Context: an optimization exercise on an open-source flow, tuned for small area, a short achievable clock period and few clock cycles. The choices shown serve that exercise and are no tape-out recipe.
Function was not checked in any run shown here: the RTL went through the layout flow alone.
Power figures rest on the tool's default switching activity, not on a simulated workload.

==> flow/design.v, too long to show whole: its modules and the start of the top module <==
// module conv_loader: 15 lines
// module frame_ram: 20 lines
// module conv_fa: 11 lines
// module conv_ha: 10 lines
// module conv_wmask: 8 lines
// module conv_engine: 2730 lines
// module conv2d_top: 170 lines
module conv2d_top
(
    input  logic        i_clk,
    input  logic        i_rst,
    input  logic [9:0]  i_pix,      
    input  logic [9:0]  i_wgt,      
    output logic [26:0] o_out,      
    output logic        o_busy
);
  // ...
==> flow/flow/run.sh <==
#!/bin/bash
set -euo pipefail
export BUFFER_PORTS_ARGS="-buffer_cell sky130_fd_sc_hd__buf_2"
export SETUP_SLACK_MARGIN=5.3
bash standard.sh > standard.log 2>&1
==> flow/standard.sh <==
#!/bin/bash
# synth_recipe.tcl (not shown) runs the flow's synth.tcl, then flattens the netlist and writes it again
# the make line also repeats each setting of config.mk as NAME=value (left out here)
make -C /OpenROAD-flow-scripts/flow DESIGN_CONFIG=/design/flow/config.mk WORK_HOME=/design/flow/orfs CLKGATE_MAP_FILE= SYNTH_SCRIPT=/design/flow/synth_recipe.tcl "${@:-finish}"
==> flow/config.mk <==
export PLATFORM = sky130hd
export DESIGN_NAME = conv2d_top
export DESIGN_NICKNAME = conv2d_top
export VERILOG_FILES = /design/flow/design.v
export SDC_FILE = /design/flow/constraint.sdc
export NUM_CORES = 4
export LEC_CHECK = 0
export CAP_MARGIN = 20
export CORE_MARGIN = 2
export CORE_UTILIZATION = 60
export CTS_CLUSTER_DIAMETER = 90
export CTS_CLUSTER_SIZE = 26
export PLACE_DENSITY = 0.7
export SLEW_MARGIN = 20
export SYNTH_HIERARCHICAL = 1
export SYNTH_MINIMUM_KEEP_SIZE = 0
==> flow/constraint.sdc <==
create_clock -name core_clock -period 8.0 [get_ports {i_clk}]
set_input_delay 1.6000 -clock core_clock [delete_from_list [all_inputs] [get_ports {i_clk}]]
set_output_delay 1.6000 -clock core_clock [all_outputs]
set_load 0.01 [all_outputs]
==> metrics.log, run 1 <==
INFO  metric clock_cell_area_share = 2.63%
INFO  metric worst_ep_arrival_time = 3.55 ns
INFO  metric met1_length = 30.6 mm
INFO  metric vdd_drop_max = 0.257 mV
INFO  metric setup_viol_count_final = 0
INFO  metric worst-r2r-cell-count = 5
INFO  metric critical_path.reg2reg.startpoint = u_ram.slot[17][6]
INFO  metric worst_setup_path_endpoint = u_engine.q4_s1484
INFO  metric comb_power = 2.52 mW
INFO  metric hpwlAfterDp = 60.4 mm
INFO  metric fp-row-count = 79
INFO  metric hold_path_startpoint = u_engine.q7_s1494
INFO  metric final_cell_count_no_fill = 2,904
INFO  metric largestPowerGroup = sequential cells
INFO  metric cp_launch_type = register
INFO  metric grt.busiest_layer = met2
INFO  metric fin_nets = 2,886
INFO  metric initial_core_util = 60.4%
INFO  metric worst-endpoint-required = roughly 8.5 ns
INFO  metric timing.hold.worst.class = register to register
INFO  metric path_cells = and2_4 > fa_2 > fa_1 > fa_2 > fa_2
INFO  metric syn_area = 0.0279 sq mm
INFO  metric num-clock-buffers = 34
INFO  metric place_ws = 4.58 ns
INFO  metric worstPathMaxFanout = 6
INFO  metric dpl-instance-area = 0.0287 sq mm
INFO  metric flow.area_growth_from_synthesis = 20.9%
INFO  metric mappedNetlistNets = 2,631
INFO  metric largest_registers_ranked_by_flip_flop_count = u_ram.slot (144), u_loader.ker_q (72), out_data (20)
INFO  metric clockNetworkPower = 1.55 mW
INFO  metric number_of_optimization_iterations_in_the_first_detailed_route_pass = 6
INFO  metric status = timing/DRC/antenna clean
INFO  metric timing_hold_violations_final = 0
INFO  metric largest_cell_class = multi-input combinational cells
INFO  metric ant_nets = 0
INFO  metric nonClockInverterCount = 55
INFO  metric hold_ws = 0.332 ns
INFO  metric slew_violations = 0
INFO  metric num-nonclk-buffers = 304
INFO  metric cellPowerDensity = 221 mW/mm^2
==> module frame_ram, before the edit <==
module frame_ram
(
    input  logic                         i_clk,
    input  logic [conv_pkg::PIX_BW-1:0]  i_pix,      
    input  logic [conv_pkg::LB_LEN-1:0]  i_en,       
    output logic [conv_pkg::LB_LEN*conv_pkg::PIX_BW-1:0] o_slots
);
    logic [conv_pkg::PIX_BW-1:0] slot [conv_pkg::LB_LEN];
    always_ff @(posedge i_clk)
    begin
        if (i_en[0])
            slot[0] <= i_pix;
        for (int j = 1; j < conv_pkg::LB_LEN; j++)
            if (i_en[j])
                slot[j] <= slot[j-1];
    end
    always_comb
        for (int j = 0; j < conv_pkg::LB_LEN; j++)
            o_slots[j*conv_pkg::PIX_BW +: conv_pkg::PIX_BW] = slot[j];
endmodule
==> module conv2d_top, before the edit <==
module conv2d_top
(
    input  logic        i_clk,
    input  logic        i_rst,
    input  logic [9:0]  i_pix,      
    input  logic [9:0]  i_wgt,      
    output logic [26:0] o_out,      
    output logic        o_busy
);
    localparam int LB = conv_pkg::LB_LEN;
    logic       in_pix;             
    logic       in_wgt;             
    logic [7:0] in_d;
    logic       busy_q;
    logic       take;
    logic [5:0] pix_pos;            
    logic [5:0] out_pos;            
    logic       tail;               
    logic [3:0] tail_n;             
    logic       step_pix;           
    logic       step;               
    logic       produce;            
    logic       wgt_go;             
    logic [LB-1:0] lb_en;
    logic [LB*8-1:0] slots;
    logic [71:0] kernel;
    logic [71:0] win;
    logic [8:0]  keep;
    logic signed [conv_pkg::SUM_BW-1:0] sum;
    logic        out_valid;
    logic        out_last;
    logic signed [conv_pkg::SUM_BW-1:0] out_data;
    assign take     = !busy_q && (i_pix[9] || i_wgt[9]);
    assign step_pix = in_pix;
    assign step     = in_pix || tail;
    assign wgt_go   = in_wgt && (!tail || tail_n_done);
    logic in_wgt_n;
    logic tail_n_done;
    assign tail_n_done = tail && (tail_n == 4'd9);
    always_comb
    begin
        if (take)
            in_wgt_n = i_wgt[9];
        else
            in_wgt_n = in_wgt && !wgt_go;
    end
    always_ff @(posedge i_clk)
    begin
        if (i_rst)
        begin
            in_pix <= 1'b0;
            in_wgt <= 1'b0;
            busy_q <= 1'b0;
        end
        else
        begin
            in_pix <= take && i_pix[9];
            in_wgt <= in_wgt_n;
            busy_q <= in_wgt_n && ((tail && tail_n < 4'd8) || (step_pix && pix_pos == 6'd63));
        end
    end
    always_ff @(posedge i_clk)
    begin
        if (!busy_q)
            in_d <= i_pix[9] ? i_pix[7:0] : i_wgt[7:0];
    end
    assign o_busy = busy_q;
    assign produce = tail || (step_pix && pix_pos >= 6'd9);
    always_ff @(posedge i_clk)
    begin
        if (i_rst)
        begin
            pix_pos <= '0;
            out_pos <= '0;
            tail    <= 1'b0;
            tail_n  <= '0;
        end
        else
        begin
            if (step_pix)
                pix_pos <= pix_pos + 1'b1;
            if (produce)
                out_pos <= out_pos + 1'b1;
            if (step_pix && pix_pos == 6'd63)
            begin
                tail   <= 1'b1;
                tail_n <= 4'd1;
            end
            else if (tail)
            begin
                tail   <= !tail_n_done;
                tail_n <= tail_n + 1'b1;
            end
        end
    end
    always_comb
        for (int j = 0; j < LB; j++)
            lb_en[j] = step_pix || (tail && (j >= tail_n));
    frame_ram u_ram
    (
        .i_clk   (i_clk),
        .i_pix   (in_d),
        .i_en    (lb_en),
        .o_slots (slots)
    );
    conv_loader u_loader
    (
        .i_clk    (i_clk),
        .i_shift  (wgt_go),
        .i_wgt    (in_d),
        .o_kernel (kernel)
    );
    logic [5:0] out_pos_n;
    logic top, bot, lft, rgt;
    assign out_pos_n = i_rst ? 6'd0 : out_pos + {5'd0, produce};
    assign top = out_pos_n[5:3] == 3'd0;
    assign bot = out_pos_n[5:3] == 3'd7;
    assign lft = out_pos_n[2:0] == 3'd0;
    assign rgt = out_pos_n[2:0] == 3'd7;
    always_ff @(posedge i_clk)
    begin
        keep[0] <= !top && !lft;
        keep[1] <= !top;
        keep[2] <= !top && !rgt;
        keep[3] <= !lft;
        keep[5] <= !rgt;
        keep[6] <= !bot && !lft;
        keep[7] <= !bot;
        keep[8] <= !bot && !rgt;
    end
    assign keep[4] = 1'b1;
    logic [(LB+1)*8-1:0] wpos;      
    assign wpos = {slots, in_d};
    always_comb
    begin
        win[0*8 +: 8] = wpos[18*8 +: 8];
        win[1*8 +: 8] = wpos[17*8 +: 8];
        win[2*8 +: 8] = wpos[16*8 +: 8];
        win[3*8 +: 8] = wpos[10*8 +: 8];
        win[4*8 +: 8] = wpos[ 9*8 +: 8];
        win[5*8 +: 8] = wpos[ 8*8 +: 8];
        win[6*8 +: 8] = wpos[ 2*8 +: 8];
        win[7*8 +: 8] = wpos[ 1*8 +: 8];
        win[8*8 +: 8] = wpos[ 0*8 +: 8];
    end
    conv_engine u_engine
    (
        .i_clk    (i_clk),
        .i_win    (win),
        .i_keep   (keep),
        .i_kernel (kernel),
        .o_sum    (sum)
    );
    logic v_pipe [conv_pkg::ENG_LAT+1];
    logic l_pipe [conv_pkg::ENG_LAT+1];
    assign v_pipe[0] = produce;
    assign l_pipe[0] = produce && out_pos == 6'd63;
    always_ff @(posedge i_clk)
    begin
        for (int i = 1; i <= conv_pkg::ENG_LAT; i++)
        begin
            v_pipe[i] <= i_rst ? 1'b0 : v_pipe[i-1];
            l_pipe[i] <= l_pipe[i-1];
        end
        out_valid <= i_rst ? 1'b0 : v_pipe[conv_pkg::ENG_LAT];
        out_last  <= l_pipe[conv_pkg::ENG_LAT];
        out_data  <= sum;
    end
    assign o_out = {out_valid, out_last, {(conv_pkg::ACC_BW-conv_pkg::SUM_BW){out_data[conv_pkg::SUM_BW-1]}}, out_data};
endmodule
==> run 2, diff against run 1 <==
--- a/flow/design.v
+++ b/flow/design.v
@@ -19,32 +19,68 @@
     logic [conv_pkg::KER_TAPS*conv_pkg::WGT_BW-1:0] ker_q;
     always_ff @(posedge i_clk)
     begin
         if (i_shift)
             ker_q <= {i_wgt, ker_q[conv_pkg::KER_TAPS*conv_pkg::WGT_BW-1:conv_pkg::WGT_BW]};
     end
     assign o_kernel = ker_q;
 endmodule
+module conv_mux8
+(
+    input  logic       i_s,
+    input  logic [7:0] i_a,
+    input  logic [7:0] i_b,
+    output logic [7:0] o_y
+);
+    assign o_y = i_s ? i_a : i_b;
+endmodule
 module frame_ram
 (
     input  logic                         i_clk,
     input  logic [conv_pkg::PIX_BW-1:0]  i_pix,      
     input  logic [conv_pkg::LB_LEN-1:0]  i_en,       
     output logic [conv_pkg::LB_LEN*conv_pkg::PIX_BW-1:0] o_slots
 );
-    logic [conv_pkg::PIX_BW-1:0] slot [conv_pkg::LB_LEN];
-    always_ff @(posedge i_clk)
-    begin
-        if (i_en[0])
-            slot[0] <= i_pix;
-        for (int j = 1; j < conv_pkg::LB_LEN; j++)
-            if (i_en[j])
-                slot[j] <= slot[j-1];
-    end
+    localparam logic [conv_pkg::LB_LEN-1:0] WIN = 18'b11_1000_0011_1000_0011;
+    logic [conv_pkg::LB_LEN-1:0][conv_pkg::PIX_BW-1:0] slot;
+    genvar g;
+    generate
+        for (g = 0; g < conv_pkg::LB_LEN; g++)
+        begin : g_slot
+            logic [conv_pkg::PIX_BW-1:0] prev;
+            if (g == 0)
+            begin : g_first
+                assign prev = i_pix;
+            end
+            else
+            begin : g_next
+                assign prev = slot[g-1];
+            end
+            if (WIN[g])
+            begin : g_win
+                logic [conv_pkg::PIX_BW-1:0] nxt;
+                conv_mux8 u_mux
+                (
+                    .i_s (i_en[g]),
+                    .i_a (prev),
+                    .i_b (slot[g]),
+                    .o_y (nxt)
+                );
+                always_ff @(posedge i_clk)
+                    slot[g] <= nxt;
+            end
+            else
+            begin : g_store
+                always_ff @(posedge i_clk)
+                    if (i_en[g])
+                        slot[g] <= prev;
+            end
+        end
+    endgenerate
     always_comb
         for (int j = 0; j < conv_pkg::LB_LEN; j++)
             o_slots[j*conv_pkg::PIX_BW +: conv_pkg::PIX_BW] = slot[j];
 endmodule
 module conv_fa
 (
     input  logic i_a,
     input  logic i_b,
@@ -1323,101 +1359,90 @@
     logic s1632, c1633;
     logic s1634, c1635;
     logic s1636, c1637;
     logic s1638, c1639;
     logic s1640, c1641;
     logic s1642, c1643;
     logic s1644, c1645;
     logic s1646, c1647;
-    logic q7_q4_s960;
-    logic q7_q4_s1382;
-    logic q7_s1494;
-    logic q7_s1564;
-    logic q7_s1614;
-    logic q7_c1615;
-    logic q7_s1616;
-    logic q7_s1568;
-    logic q7_c1617;
-    logic q7_s1618;
-    logic q7_c1619;
-    logic q7_s1620;
-    logic q7_s1622;
-    logic q7_c1621;
-    logic q7_c1623;
-    logic q7_s1624;
-    logic q7_s1580;
-    logic q7_s1582;
-    logic q7_c1625;
-    logic q7_s1626;
-    logic q7_s1628;
-    logic q7_s1588;
-    logic q7_c1627;
-    logic q7_c1629;
-    logic q7_s1630;
-    logic q7_s1632;
-    logic q7_s1592;
-    logic q7_c1631;
-    logic q7_c1633;
-    logic q7_s1634;
-    logic q7_s1596;
-    logic q7_s1598;
-    logic q7_c1635;
-    logic q7_s1636;
-    logic q7_s1638;
-    logic q7_c1637;
-    logic q7_c1639;
-    logic q7_s1640;
-    logic q7_s1606;
-    logic q7_c1641;
-    logic q7_s1642;
-    logic q7_c1607;
-    logic q7_s1608;
-    logic q7_c1643;
-    logic q7_s1644;
-    logic q7_s1610;
-    logic q7_c1645;
-    logic q7_c1611;
-    logic q7_s1612;
-    logic q7_s1646;
-    logic q7_c1647;
     logic s1648, c1649;
     logic s1650, c1651;
     logic s1652, c1653;
     logic s1654, c1655;
     logic s1656, c1657;
     logic s1658, c1659;
     logic s1660, c1661;
     logic s1662, c1663;
     logic s1664, c1665;
     logic s1666, c1667;
     logic s1668, c1669;
+    logic q8_q4_s960;
+    logic q8_q4_s1382;
+    logic q8_s1494;
+    logic q8_s1564;
+    logic q8_s1614;
+    logic q8_s1648;
+    logic q8_c1649;
+    logic q8_c1617;
+    logic q8_s1618;
+    logic q8_s1650;
+    logic q8_c1651;
+    logic q8_s1652;
+    logic q8_c1623;
+    logic q8_s1624;
+    logic q8_c1653;
+    logic q8_s1654;
+    logic q8_s1628;
+    logic q8_c1655;
+    logic q8_s1656;
+    logic q8_s1630;
+    logic q8_s1632;
+    logic q8_c1657;
+    logic q8_s1658;
+    logic q8_c1633;
+    logic q8_s1634;
+    logic q8_c1659;
+    logic q8_s1660;
+    logic q8_c1661;
+    logic q8_s1662;
+    logic q8_s1640;
+    logic q8_c1663;
+    logic q8_s1664;
+    logic q8_s1642;
+    logic q8_c1665;
+    logic q8_s1666;
+    logic q8_c1667;
+    logic q8_s1668;
+    logic q8_c1669;
+    logic q8_s1646;
+    logic q8_c1647;
     logic s1670, c1671;
     logic s1672, c1673;
     logic s1674, c1675;
     logic s1676, c1677;
     logic s1678, c1679;
     logic s1680, c1681;
     logic s1682, c1683;
     logic s1684, c1685;
     logic s1686, c1687;
     logic s1688, c1689;
     logic s1690, c1691;
     logic s1692, c1693;
     logic s1694, c1695;
-    logic q10_q7_q4_s960;
-    logic q10_q7_q4_s1382;
-    logic q10_q7_s1494;
-    logic q10_q7_s1564;
-    logic q10_q7_s1614;
-    logic q10_s1648;
+    logic q10_q8_q4_s960;
+    logic q10_q8_q4_s1382;
+    logic q10_q8_s1494;
+    logic q10_q8_s1564;
+    logic q10_q8_s1614;
+    logic q10_q8_s1648;
     logic q10_s1670;
-    logic q10_s1650;
+    logic q10_q8_s1650;
     logic q10_c1671;
-    logic q10_s1652;
+    logic q10_q8_s1624;
     logic q10_s1672;
     logic q10_c1673;
     logic q10_s1674;
     logic q10_s1684;
     logic q10_s1676;
     logic q10_c1685;
     logic q10_s1686;
     logic q10_c1687;
@@ -1428,17 +1453,17 @@
     logic q10_s1682;
     logic q10_s1690;
     logic q10_c1683;
     logic q10_c1691;
     logic q10_s1692;
     logic q10_c1693;
     logic q10_s1694;
     logic q10_c1695;
-    logic q10_q7_c1647;
+    logic q10_q8_c1647;
     conv_wmask u_wm0 (.i_w(i_kernel[7:0]), .i_k(i_keep[0]), .o_w(wk0));
     assign pp0 = ~(i_win[0] & wk0[0]);
     assign pp1 = ~(i_win[0] & wk0[1]);
     assign pp2 = ~(i_win[0] & wk0[2]);
     assign pp3 = ~(i_win[0] & wk0[3]);
     assign pp4 = ~(i_win[0] & wk0[4]);
     assign pp5 = ~(i_win[0] & wk0[5]);
     assign pp6 = ~(i_win[0] & wk0[6]);
@@ -2687,101 +2712,90 @@
     conv_fa u_s1634 (.i_a(c1591), .i_b(c1593), .i_c(s1594), .o_s(s1634), .o_c(c1635));
     conv_fa u_s1636 (.i_a(s1552), .i_b(c1595), .i_c(c1597), .o_s(s1636), .o_c(c1637));
     conv_fa u_s1638 (.i_a(c1599), .i_b(s1600), .i_c(s1602), .o_s(s1638), .o_c(c1639));
     conv_fa u_s1640 (.i_a(c1601), .i_b(c1603), .i_c(s1604), .o_s(s1640), .o_c(c1641));
     conv_fa u_s1642 (.i_a(s1558), .i_b(s1560), .i_c(c1605), .o_s(s1642), .o_c(c1643));
     conv_fa u_s1644 (.i_a(c1561), .i_b(s1562), .i_c(c1609), .o_s(s1644), .o_c(c1645));
     assign s1646 = ~(q4_c1493 ^ c1613);
     assign c1647 = q4_c1493 | c1613;
-    always_ff @(posedge i_clk) q7_q4_s960 <= q4_s960;
-    always_ff @(posedge i_clk) q7_q4_s1382 <= q4_s1382;
-    always_ff @(posedge i_clk) q7_s1494 <= s1494;
-    always_ff @(posedge i_clk) q7_s1564 <= s1564;
-    always_ff @(posedge i_clk) q7_s1614 <= s1614;
-    always_ff @(posedge i_clk) q7_c1615 <= c1615;
-    always_ff @(posedge i_clk) q7_s1616 <= s1616;
-    always_ff @(posedge i_clk) q7_s1568 <= s1568;
-    always_ff @(posedge i_clk) q7_c1617 <= c1617;
-    always_ff @(posedge i_clk) q7_s1618 <= s1618;
-    always_ff @(posedge i_clk) q7_c1619 <= c1619;
-    always_ff @(posedge i_clk) q7_s1620 <= s1620;
-    always_ff @(posedge i_clk) q7_s1622 <= s1622;
-    always_ff @(posedge i_clk) q7_c1621 <= c1621;
-    always_ff @(posedge i_clk) q7_c1623 <= c1623;
-    always_ff @(posedge i_clk) q7_s1624 <= s1624;
-    always_ff @(posedge i_clk) q7_s1580 <= s1580;
-    always_ff @(posedge i_clk) q7_s1582 <= s1582;
-    always_ff @(posedge i_clk) q7_c1625 <= c1625;
-    always_ff @(posedge i_clk) q7_s1626 <= s1626;
-    always_ff @(posedge i_clk) q7_s1628 <= s1628;
-    always_ff @(posedge i_clk) q7_s1588 <= s1588;
-    always_ff @(posedge i_clk) q7_c1627 <= c1627;
-    always_ff @(posedge i_clk) q7_c1629 <= c1629;
-    always_ff @(posedge i_clk) q7_s1630 <= s1630;
-    always_ff @(posedge i_clk) q7_s1632 <= s1632;
-    always_ff @(posedge i_clk) q7_s1592 <= s1592;
-    always_ff @(posedge i_clk) q7_c1631 <= c1631;
-    always_ff @(posedge i_clk) q7_c1633 <= c1633;
-    always_ff @(posedge i_clk) q7_s1634 <= s1634;
-    always_ff @(posedge i_clk) q7_s1596 <= s1596;
-    always_ff @(posedge i_clk) q7_s1598 <= s1598;
-    always_ff @(posedge i_clk) q7_c1635 <= c1635;
-    always_ff @(posedge i_clk) q7_s1636 <= s1636;
-    always_ff @(posedge i_clk) q7_s1638 <= s1638;
-    always_ff @(posedge i_clk) q7_c1637 <= c1637;
-    always_ff @(posedge i_clk) q7_c1639 <= c1639;
-    always_ff @(posedge i_clk) q7_s1640 <= s1640;
-    always_ff @(posedge i_clk) q7_s1606 <= s1606;
-    always_ff @(posedge i_clk) q7_c1641 <= c1641;
-    always_ff @(posedge i_clk) q7_s1642 <= s1642;
-    always_ff @(posedge i_clk) q7_c1607 <= c1607;
-    always_ff @(posedge i_clk) q7_s1608 <= s1608;
-    always_ff @(posedge i_clk) q7_c1643 <= c1643;
-    always_ff @(posedge i_clk) q7_s1644 <= s1644;
-    always_ff @(posedge i_clk) q7_s1610 <= s1610;
-    always_ff @(posedge i_clk) q7_c1645 <= c1645;
-    always_ff @(posedge i_clk) q7_c1611 <= c1611;
-    always_ff @(posedge i_clk) q7_s1612 <= s1612;
-    always_ff @(posedge i_clk) q7_s1646 <= s1646;
-    always_ff @(posedge i_clk) q7_c1647 <= c1647;
-    conv_fa u_s1648 (.i_a(q7_c1615), .i_b(q7_s1616), .i_c(q7_s1568), .o_s(s1648), .o_c(c1649));
-    conv_fa u_s1650 (.i_a(q7_c1619), .i_b(q7_s1620), .i_c(q7_s1622), .o_s(s1650), .o_c(c1651));
-    conv_fa u_s1652 (.i_a(q7_c1621), .i_b(q7_c1623), .i_c(q7_s1624), .o_s(s1652), .o_c(c1653));
-    conv_fa u_s1654 (.i_a(q7_c1625), .i_b(q7_s1626), .i_c(q7_s1628), .o_s(s1654), .o_c(c1655));
-    conv_fa u_s1656 (.i_a(q7_c1627), .i_b(q7_c1629), .i_c(q7_s1630), .o_s(s1656), .o_c(c1657));
-    conv_fa u_s1658 (.i_a(q7_c1631), .i_b(q7_c1633), .i_c(q7_s1634), .o_s(s1658), .o_c(c1659));
-    conv_fa u_s1660 (.i_a(q7_c1635), .i_b(q7_s1636), .i_c(q7_s1638), .o_s(s1660), .o_c(c1661));
-    conv_fa u_s1662 (.i_a(q7_c1637), .i_b(q7_c1639), .i_c(q7_s1640), .o_s(s1662), .o_c(c1663));
-    conv_fa u_s1664 (.i_a(q7_c1641), .i_b(q7_s1642), .i_c(q7_c1607), .o_s(s1664), .o_c(c1665));
-    conv_fa u_s1666 (.i_a(q7_c1643), .i_b(q7_s1644), .i_c(q7_s1610), .o_s(s1666), .o_c(c1667));
-    conv_fa u_s1668 (.i_a(q7_c1645), .i_b(q7_c1611), .i_c(q7_s1612), .o_s(s1668), .o_c(c1669));
-    conv_fa u_s1670 (.i_a(q7_c1617), .i_b(q7_s1618), .i_c(c1649), .o_s(s1670), .o_c(c1671));
-    conv_fa u_s1672 (.i_a(q7_s1580), .i_b(q7_s1582), .i_c(c1651), .o_s(s1672), .o_c(c1673));
-    conv_fa u_s1674 (.i_a(q7_s1588), .i_b(c1653), .i_c(s1654), .o_s(s1674), .o_c(c1675));
-    conv_fa u_s1676 (.i_a(q7_s1632), .i_b(q7_s1592), .i_c(c1655), .o_s(s1676), .o_c(c1677));
-    conv_fa u_s1678 (.i_a(q7_s1596), .i_b(q7_s1598), .i_c(c1657), .o_s(s1678), .o_c(c1679));
-    conv_fa u_s1680 (.i_a(q7_s1606), .i_b(c1661), .i_c(s1662), .o_s(s1680), .o_c(c1681));
-    conv_fa u_s1682 (.i_a(q7_s1608), .i_b(c1663), .i_c(s1664), .o_s(s1682), .o_c(c1683));
-    conv_ha u_s1684 (.i_a(s1656), .i_b(c1675), .o_s(s1684), .o_c(c1685));
-    conv_fa u_s1686 (.i_a(s1658), .i_b(c1677), .i_c(s1678), .o_s(s1686), .o_c(c1687));
-    conv_fa u_s1688 (.i_a(c1659), .i_b(s1660), .i_c(c1679), .o_s(s1688), .o_c(c1689));
-    conv_ha u_s1690 (.i_a(c1665), .i_b(s1666), .o_s(s1690), .o_c(c1691));
-    conv_ha u_s1692 (.i_a(c1667), .i_b(s1668), .o_s(s1692), .o_c(c1693));
-    conv_ha u_s1694 (.i_a(q7_s1646), .i_b(c1669), .o_s(s1694), .o_c(c1695));
-    always_ff @(posedge i_clk) q10_q7_q4_s960 <= q7_q4_s960;
-    always_ff @(posedge i_clk) q10_q7_q4_s1382 <= q7_q4_s1382;
-    always_ff @(posedge i_clk) q10_q7_s1494 <= q7_s1494;
-    always_ff @(posedge i_clk) q10_q7_s1564 <= q7_s1564;
-    always_ff @(posedge i_clk) q10_q7_s1614 <= q7_s1614;
-    always_ff @(posedge i_clk) q10_s1648 <= s1648;
+    conv_fa u_s1648 (.i_a(s1568), .i_b(c1615), .i_c(s1616), .o_s(s1648), .o_c(c1649));
+    conv_fa u_s1650 (.i_a(c1619), .i_b(s1620), .i_c(s1622), .o_s(s1650), .o_c(c1651));
+    conv_fa u_s1652 (.i_a(s1580), .i_b(s1582), .i_c(c1621), .o_s(s1652), .o_c(c1653));
+    conv_fa u_s1654 (.i_a(s1588), .i_b(c1625), .i_c(s1626), .o_s(s1654), .o_c(c1655));
+    conv_fa u_s1656 (.i_a(s1592), .i_b(c1627), .i_c(c1629), .o_s(s1656), .o_c(c1657));
+    conv_fa u_s1658 (.i_a(s1596), .i_b(s1598), .i_c(c1631), .o_s(s1658), .o_c(c1659));
+    conv_fa u_s1660 (.i_a(c1635), .i_b(s1636), .i_c(s1638), .o_s(s1660), .o_c(c1661));
+    conv_fa u_s1662 (.i_a(s1606), .i_b(c1637), .i_c(c1639), .o_s(s1662), .o_c(c1663));
+    conv_fa u_s1664 (.i_a(c1607), .i_b(s1608), .i_c(c1641), .o_s(s1664), .o_c(c1665));
+    conv_fa u_s1666 (.i_a(s1610), .i_b(c1643), .i_c(s1644), .o_s(s1666), .o_c(c1667));
+    conv_fa u_s1668 (.i_a(c1611), .i_b(s1612), .i_c(c1645), .o_s(s1668), .o_c(c1669));
+    always_ff @(posedge i_clk) q8_q4_s960 <= q4_s960;
+    always_ff @(posedge i_clk) q8_q4_s1382 <= q4_s1382;
+    always_ff @(posedge i_clk) q8_s1494 <= s1494;
+    always_ff @(posedge i_clk) q8_s1564 <= s1564;
+    always_ff @(posedge i_clk) q8_s1614 <= s1614;
+    always_ff @(posedge i_clk) q8_s1648 <= s1648;
+    always_ff @(posedge i_clk) q8_c1649 <= c1649;
+    always_ff @(posedge i_clk) q8_c1617 <= c1617;
+    always_ff @(posedge i_clk) q8_s1618 <= s1618;
+    always_ff @(posedge i_clk) q8_s1650 <= s1650;
+    always_ff @(posedge i_clk) q8_c1651 <= c1651;
+    always_ff @(posedge i_clk) q8_s1652 <= s1652;
+    always_ff @(posedge i_clk) q8_c1623 <= c1623;
+    always_ff @(posedge i_clk) q8_s1624 <= s1624;
+    always_ff @(posedge i_clk) q8_c1653 <= c1653;
+    always_ff @(posedge i_clk) q8_s1654 <= s1654;
+    always_ff @(posedge i_clk) q8_s1628 <= s1628;
+    always_ff @(posedge i_clk) q8_c1655 <= c1655;
+    always_ff @(posedge i_clk) q8_s1656 <= s1656;
+    always_ff @(posedge i_clk) q8_s1630 <= s1630;
+    always_ff @(posedge i_clk) q8_s1632 <= s1632;
+    always_ff @(posedge i_clk) q8_c1657 <= c1657;
+    always_ff @(posedge i_clk) q8_s1658 <= s1658;
+    always_ff @(posedge i_clk) q8_c1633 <= c1633;
+    always_ff @(posedge i_clk) q8_s1634 <= s1634;
+    always_ff @(posedge i_clk) q8_c1659 <= c1659;
+    always_ff @(posedge i_clk) q8_s1660 <= s1660;
+    always_ff @(posedge i_clk) q8_c1661 <= c1661;
+    always_ff @(posedge i_clk) q8_s1662 <= s1662;
+    always_ff @(posedge i_clk) q8_s1640 <= s1640;
+    always_ff @(posedge i_clk) q8_c1663 <= c1663;
+    always_ff @(posedge i_clk) q8_s1664 <= s1664;
+    always_ff @(posedge i_clk) q8_s1642 <= s1642;
+    always_ff @(posedge i_clk) q8_c1665 <= c1665;
+    always_ff @(posedge i_clk) q8_s1666 <= s1666;
+    always_ff @(posedge i_clk) q8_c1667 <= c1667;
+    always_ff @(posedge i_clk) q8_s1668 <= s1668;
+    always_ff @(posedge i_clk) q8_c1669 <= c1669;
+    always_ff @(posedge i_clk) q8_s1646 <= s1646;
+    always_ff @(posedge i_clk) q8_c1647 <= c1647;
+    conv_fa u_s1670 (.i_a(q8_c1649), .i_b(q8_c1617), .i_c(q8_s1618), .o_s(s1670), .o_c(c1671));
+    conv_fa u_s1672 (.i_a(q8_c1651), .i_b(q8_s1652), .i_c(q8_c1623), .o_s(s1672), .o_c(c1673));
+    conv_fa u_s1674 (.i_a(q8_c1653), .i_b(q8_s1654), .i_c(q8_s1628), .o_s(s1674), .o_c(c1675));
+    conv_fa u_s1676 (.i_a(q8_c1655), .i_b(q8_s1656), .i_c(q8_s1630), .o_s(s1676), .o_c(c1677));
+    conv_fa u_s1678 (.i_a(q8_c1657), .i_b(q8_s1658), .i_c(q8_c1633), .o_s(s1678), .o_c(c1679));
+    conv_fa u_s1680 (.i_a(q8_c1661), .i_b(q8_s1662), .i_c(q8_s1640), .o_s(s1680), .o_c(c1681));
+    conv_fa u_s1682 (.i_a(q8_c1663), .i_b(q8_s1664), .i_c(q8_s1642), .o_s(s1682), .o_c(c1683));
+    conv_ha u_s1684 (.i_a(q8_s1632), .i_b(c1675), .o_s(s1684), .o_c(c1685));
+    conv_fa u_s1686 (.i_a(q8_s1634), .i_b(c1677), .i_c(s1678), .o_s(s1686), .o_c(c1687));
+    conv_fa u_s1688 (.i_a(q8_c1659), .i_b(q8_s1660), .i_c(c1679), .o_s(s1688), .o_c(c1689));
+    conv_ha u_s1690 (.i_a(q8_c1665), .i_b(q8_s1666), .o_s(s1690), .o_c(c1691));
+    conv_ha u_s1692 (.i_a(q8_c1667), .i_b(q8_s1668), .o_s(s1692), .o_c(c1693));
+    conv_ha u_s1694 (.i_a(q8_c1669), .i_b(q8_s1646), .o_s(s1694), .o_c(c1695));
+    always_ff @(posedge i_clk) q10_q8_q4_s960 <= q8_q4_s960;
+    always_ff @(posedge i_clk) q10_q8_q4_s1382 <= q8_q4_s1382;
+    always_ff @(posedge i_clk) q10_q8_s1494 <= q8_s1494;
+    always_ff @(posedge i_clk) q10_q8_s1564 <= q8_s1564;
+    always_ff @(posedge i_clk) q10_q8_s1614 <= q8_s1614;
+    always_ff @(posedge i_clk) q10_q8_s1648 <= q8_s1648;
     always_ff @(posedge i_clk) q10_s1670 <= s1670;
-    always_ff @(posedge i_clk) q10_s1650 <= s1650;
+    always_ff @(posedge i_clk) q10_q8_s1650 <= q8_s1650;
     always_ff @(posedge i_clk) q10_c1671 <= c1671;
-    always_ff @(posedge i_clk) q10_s1652 <= s1652;
+    always_ff @(posedge i_clk) q10_q8_s1624 <= q8_s1624;
     always_ff @(posedge i_clk) q10_s1672 <= s1672;
     always_ff @(posedge i_clk) q10_c1673 <= c1673;
     always_ff @(posedge i_clk) q10_s1674 <= s1674;
     always_ff @(posedge i_clk) q10_s1684 <= s1684;
     always_ff @(posedge i_clk) q10_s1676 <= s1676;
     always_ff @(posedge i_clk) q10_c1685 <= c1685;
     always_ff @(posedge i_clk) q10_s1686 <= s1686;
     always_ff @(posedge i_clk) q10_c1687 <= c1687;
@@ -2792,20 +2806,20 @@
     always_ff @(posedge i_clk) q10_s1682 <= s1682;
     always_ff @(posedge i_clk) q10_s1690 <= s1690;
     always_ff @(posedge i_clk) q10_c1683 <= c1683;
     always_ff @(posedge i_clk) q10_c1691 <= c1691;
     always_ff @(posedge i_clk) q10_s1692 <= s1692;
     always_ff @(posedge i_clk) q10_c1693 <= c1693;
     always_ff @(posedge i_clk) q10_s1694 <= s1694;
     always_ff @(posedge i_clk) q10_c1695 <= c1695;
-    always_ff @(posedge i_clk) q10_q7_c1647 <= q7_c1647;
+    always_ff @(posedge i_clk) q10_q8_c1647 <= q8_c1647;
     logic [19:0] row_a, row_b;
-    assign row_a = {1'b1, q10_c1695, q10_c1693, q10_c1691, q10_s1690, q10_c1681, q10_c1689, q10_c1687, q10_c1685, q10_s1684, q10_c1673, q10_s1652, q10_s1650, q10_s1670, q10_s1648, q10_q7_s1614, q10_q7_s1564, q10_q7_s1494, q10_q7_q4_s1382, q10_q7_q4_s960};
-    assign row_b = {1'b0, q10_q7_c1647, q10_s1694, q10_s1692, q10_c1683, q10_s1682, q10_s1680, q10_s1688, q10_s1686, q10_s1676, q10_s1674, q10_s1672, q10_c1671, 1'b0, 1'b0, 1'b0, 1'b0, 1'b0, 1'b0, 1'b0};
+    assign row_a = {1'b1, q10_c1695, q10_c1693, q10_c1691, q10_s1690, q10_c1681, q10_c1689, q10_c1687, q10_c1685, q10_s1684, q10_c1673, q10_q8_s1624, q10_q8_s1650, q10_s1670, q10_q8_s1648, q10_q8_s1614, q10_q8_s1564, q10_q8_s1494, q10_q8_q4_s1382, q10_q8_q4_s960};
+    assign row_b = {1'b0, q10_q8_c1647, q10_s1694, q10_s1692, q10_c1683, q10_s1682, q10_s1680, q10_s1688, q10_s1686, q10_s1676, q10_s1674, q10_s1672, q10_c1671, 1'b0, 1'b0, 1'b0, 1'b0, 1'b0, 1'b0, 1'b0};
     assign o_sum = ~(row_a + row_b);
 endmodule
 module conv2d_top
 (
     input  logic        i_clk,
     input  logic        i_rst,
     input  logic [9:0]  i_pix,      
     input  logic [9:0]  i_wgt,      
@@ -2859,21 +2873,26 @@
         end
         else
         begin
             in_pix <= take && i_pix[9];
             in_wgt <= in_wgt_n;
             busy_q <= in_wgt_n && ((tail && tail_n < 4'd8) || (step_pix && pix_pos == 6'd63));
         end
     end
+    logic [7:0] in_d_nxt;
+    conv_mux8 u_in_mux
+    (
+        .i_s (busy_q),
+        .i_a (in_d),
+        .i_b (i_pix[9] ? i_pix[7:0] : i_wgt[7:0]),
+        .o_y (in_d_nxt)
+    );
     always_ff @(posedge i_clk)
-    begin
-        if (!busy_q)
-            in_d <= i_pix[9] ? i_pix[7:0] : i_wgt[7:0];
-    end
+        in_d <= in_d_nxt;
     assign o_busy = busy_q;
     assign produce = tail || (step_pix && pix_pos >= 6'd9);
     always_ff @(posedge i_clk)
     begin
         if (i_rst)
         begin
             pix_pos <= '0;
             out_pos <= '0;
==> run 2 against run 1 <==
  * Still clean
  * Clock power is 8% lower
  * Register-to-register slack got worse by 0.02 ns
  * Die area is 0.86% higher
  * Global-route usage shrank 2.0 points
  * Worst setup slack got worse by 0.018 ns
  * First-iteration DRC count increased by 16%
  * Clock-buffer cell count is 1 higher
  * Non-clock buffer count down 134
  * Sequential power grew 14%
  * Critical endpoint is now u_engine.q4_s1412
==> metrics.log, run 2 <==
INFO  metric status = timing/DRC/antenna clean (unchanged)
INFO  metric clock_sinks = 478 (was 489)
INFO  metric crit_start = keep[3] (was u_ram.slot[17][6])
INFO  metric largest-register = u_ram.slot (unchanged)
INFO  metric slew_violations = 0 (unchanged)
INFO  metric gp_congestion = 1.00 (about the same)
INFO  metric final.setup_skew = 0.0328 ns (was 0.0294 ns)
INFO  metric rsz0062_at_grt = true (unchanged)
INFO  metric chipHeight = 221 um (was 220 um)
INFO  metric final_cell_mix = sky130_fd_sc_hd__nand2_1, sky130_fd_sc_hd__fa_2, sky130_fd_sc_hd__dfxtp_1 (unchanged)
INFO  metric seq_pwr_share = 41.5% (was 45.6%)
INFO  metric fp.coreArea = 0.0465 sq mm (was 0.0463 sq mm)
INFO  metric flow.area_growth_from_synthesis = 15.5% (was 20.9%)
INFO  metric grt_first_pass_wirelength = 111 mm (was 116 mm)
INFO  metric die_w = 221 um (was 220 um)
INFO  metric largest_register_ff_count = 144 (unchanged)
INFO  metric timing_hold_violations_final = 0 (unchanged)
INFO  metric ys_warn_count = 13 (was 14)
INFO  metric fp-row-count = 79 (unchanged)
INFO  metric comb_power_share = 43.3% (was 33.7%)
INFO  metric mappedNetlistNets = 2,698 (was 2,631)
INFO  metric initial_core_util = 60.7% (was 60.4%)
INFO  metric initialDrtViolationCount = 1,727 (was 1,485)
INFO  metric cellPowerDensity = 286 mW/mm^2 (was 221 mW/mm^2)
INFO  metric numCtsBuffers = 24 (was 27)
INFO  metric vdd_drop_max = 0.323 mV (was 0.257 mV)
INFO  metric insertion_delay = 0.59 ns (was 0.63 ns)
INFO  metric worst-endpoint-required = 8.46 ns (was 8.50 ns)
INFO  metric nFillCells = 3,139 (was 2,944)
INFO  metric hpwlAfterDp = 58.9 mm (was 60.4 mm)
INFO  metric critical_path.reg2reg.startpoint = keep[3] (was u_ram.slot[17][6])
INFO  metric post_route_cells_drive_above_1_share = 41.7% (was 40.2%)
INFO  metric routed_wirelength = 75.2 mm (was 80.2 mm)
INFO  metric hold_ws = 0.334 ns (was 0.332 ns)
INFO  metric share_clk_of_total_power = 15.2% (was 20.7%)
INFO  metric number_of_optimization_iterations_in_the_first_detailed_route_pass = 5 (was 6)
INFO  metric p_leak = 11.1 nW (was 11.5 nW)
INFO  metric dieArea = 0.0487 sq mm (was 0.0483 sq mm)
INFO  metric syn_area = 0.0282 sq mm (was 0.0279 sq mm)
INFO  metric vias_post_dr = 16.7k (was 17.0k)
INFO  metric critical_path_class = register to register (unchanged)
INFO  metric htree_num_levels = 1 (unchanged)
INFO  metric first_global_vias = 17.8k (was 18.4k)
INFO  metric drt-vias-per-instance = 5.90 (was 5.87)
INFO  metric syn_inst = 2,094 (was 2,027)
INFO  metric cp_launch_type = register (unchanged)
INFO  metric fin_nets = 2,807 (was 2,886)
INFO  metric ant_nets = 0 (unchanged)
INFO  metric cts_tree = built (unchanged)
INFO  metric gr-total-overflow = 0 (unchanged)
INFO  metric type_of_destination_of_the_critical_path = register (unchanged)
INFO  metric synthesis.area_per_instance = 13.5 sq um (was 13.8 sq um)
INFO  metric worst_slew_margin_rel = 32.6% (was 47.3%)
INFO  metric cts_max_path_buffers = 3 (unchanged)
INFO  metric layout_commonest_cell = sky130_fd_sc_hd__nand2_1 (unchanged)
INFO  metric worstPathMaxFanout = 8 (was 6)
INFO  metric cap_violations = 0 (unchanged)
INFO  metric worst_ep_arrival_time = 3.52 ns (was 3.55 ns)
INFO  metric worst-r2r-cell-count = 6 (was 5)
INFO  metric grt_max_degree = 73 (was 57)
INFO  metric routedWlPerCell = 26.6 um (was 27.6 um)
INFO  metric worst_setup_hold_path_clk_slew = 0.10 ns (about the same)
INFO  metric remaining_routing_drc_violations = 0 (unchanged)
INFO  metric post-route-min-period = 3.07 ns (was 3.05 ns)
INFO  metric groute.usage.overall = 32.2% (was 34.2%)
INFO  metric largest_registers_ranked_by_flip_flop_count = u_ram.slot (144), u_loader.ker_q (72), out_data (20) (unchanged)
INFO  metric clock.fmax = 0.326 GHz (was 0.328 GHz)
INFO  metric timing.hold.worst.class = register to register (unchanged)
INFO  metric final_min_period_over_clock_period = 38.3% (was 38.1%)
INFO  metric clockRootBuffer = sky130_fd_sc_hd__clkbuf_16 (unchanged)
INFO  metric pin_count = 50 (unchanged)
INFO  metric fin_setup_tns = 0 ns (unchanged)
INFO  metric total_switching_power = 3.55 mW (was 2.47 mW)
INFO  metric hold_path_depth = 0 (unchanged)
INFO  metric power_switching_share = 38.1% (was 33.0%)
INFO  metric port_buffers = 47 (unchanged)
INFO  metric p_int = 5.77 mW (was 5.00 mW)
INFO  metric hold_path_startpoint = u_engine.q4_s1382 (was u_engine.q7_s1494)
INFO  metric antenna_found_initial = 2 (was 0)
INFO  metric max_slew.worst_pin.slew = 1.01 ns (was 0.790 ns)
INFO  metric setup_viol_count_final = 0 (unchanged)
INFO  metric holdBufCountCts = 0 (unchanged)
[run 2: path summary, 6_finish.rpt]
path | endpoint | slack, ns
hold / removal | u_engine.q8_q4_s1382 | 0.33
hold reg to reg | u_engine.q8_q4_s1382 | 0.33
setup / recovery | u_engine.q4_s1412 | 4.93
setup reg to reg | u_engine.q4_s1412 | 4.93
[run 2: what timing repair did]
| item | CTS | global route |
|---|---|---|
| gates resized for setup | 498 | 214 |
| pin swaps | 211 | 237 |
| setup endpoints to repair | 138 | 118 |
| endpoints found under the hold margin | 0 | 0 |
| setup buffers | 84 | 38 |
[run 2: final cells by class]
| type | count | area, sq um | share of cell area, % |
|---|---|---|---|
| multi-input combinational | 1478 | 18000 | 55.4 |
| sequential | 478 | 11200 | 34.5 |
| timing repair buffer | 170 | 1570 | 4.82 |
| tap | 607 | 759 | 2.33 |
| clock buffer | 35 | 663 | 2.04 |
| inverter | 51 | 191 | 0.588 |
| clock inverter | 6 | 98.8 | 0.304 |
| antenna | 2 | 5.00 | 0.0154 |
[run 2: metal layers]
metal  vias up  GRT usage, %  wire, um
met5         -             0         0
met4         0          9.33      2800
met3       193          11.7      8960
met2       908          50.3     34900
met1      8754          42.9     28500
li1       6827             -         -
[run 2: power groups by stage]
stage | clock, mW | sequential, mW | combinational (mW)
CTS | 1.46 | 3.84 | 3.97
finish | 1.42 | 3.87 | 4.04
detailed placement | 0 | 3.87 | 3.78
global placement | 0 | 3.84 | 3.65
global route | 1.53 | 3.94 | 4.50
floorplan | 0 | 3.62 | 2.42
[run 2: worst max-delay path, stage by stage, from the launching register on]
cell and delay, ns:
sky130_fd_sc_hd__dfxtp_4 0.44, sky130_fd_sc_hd__and2_4 0.29, sky130_fd_sc_hd__nand2_2 0.09, sky130_fd_sc_hd__fa_1 0.59
sky130_fd_sc_hd__fa_2 0.49, sky130_fd_sc_hd__fa_2 0.61, sky130_fd_sc_hd__fa_2 0.44
[run 2: metrics by stage]
| step | utilization [%] | std cells | worst slack [ns] | total power [mW] | instance area, sq um |
|---|---|---|---|---|---|
| floorplan | - | 2094 | 5.24 | 6.04 | 28700 |
| global placement | 62.2 | 2662 | 4.71 | 7.49 | 28900 |
| detailed placement | 62.2 | 2662 | 4.60 | 7.65 | 28900 |
| CTS | 67.9 | 2787 | 5.00 | 9.26 | 31500 |
| global route | 70.1 | 2825 | 4.93 | 9.97 | 32500 |
| finish | 70.1 | 2827 | 4.93 | 9.32 | 32600 |

static timing again, ports no longer ideal:
The flow's constraints put no driver on any port. The routed layouts listed below were extracted and timed again, unchanged, in two steps. Step 1, drivers: a clkbuf_16 drives i_clk and a buf_2 each remaining input, both assumed. Step 2 also shifts input and output timing later by t, the mid clock arrival at the registers, as if the neighbouring blocks saw the same clock. a / b / c = ideal ports / drivers / drivers and shift; a / b = the first two.
run | t (ns) | setup slack, ns | worst slew at a driven data input, ns
run 1 | 0.673 | 4.953 / 4.953 / 4.953 | 0.03
run 2 | 0.631 | 4.934 / 4.934 / 4.934 | 0.03
After both steps setup and hold are still met in every run listed.
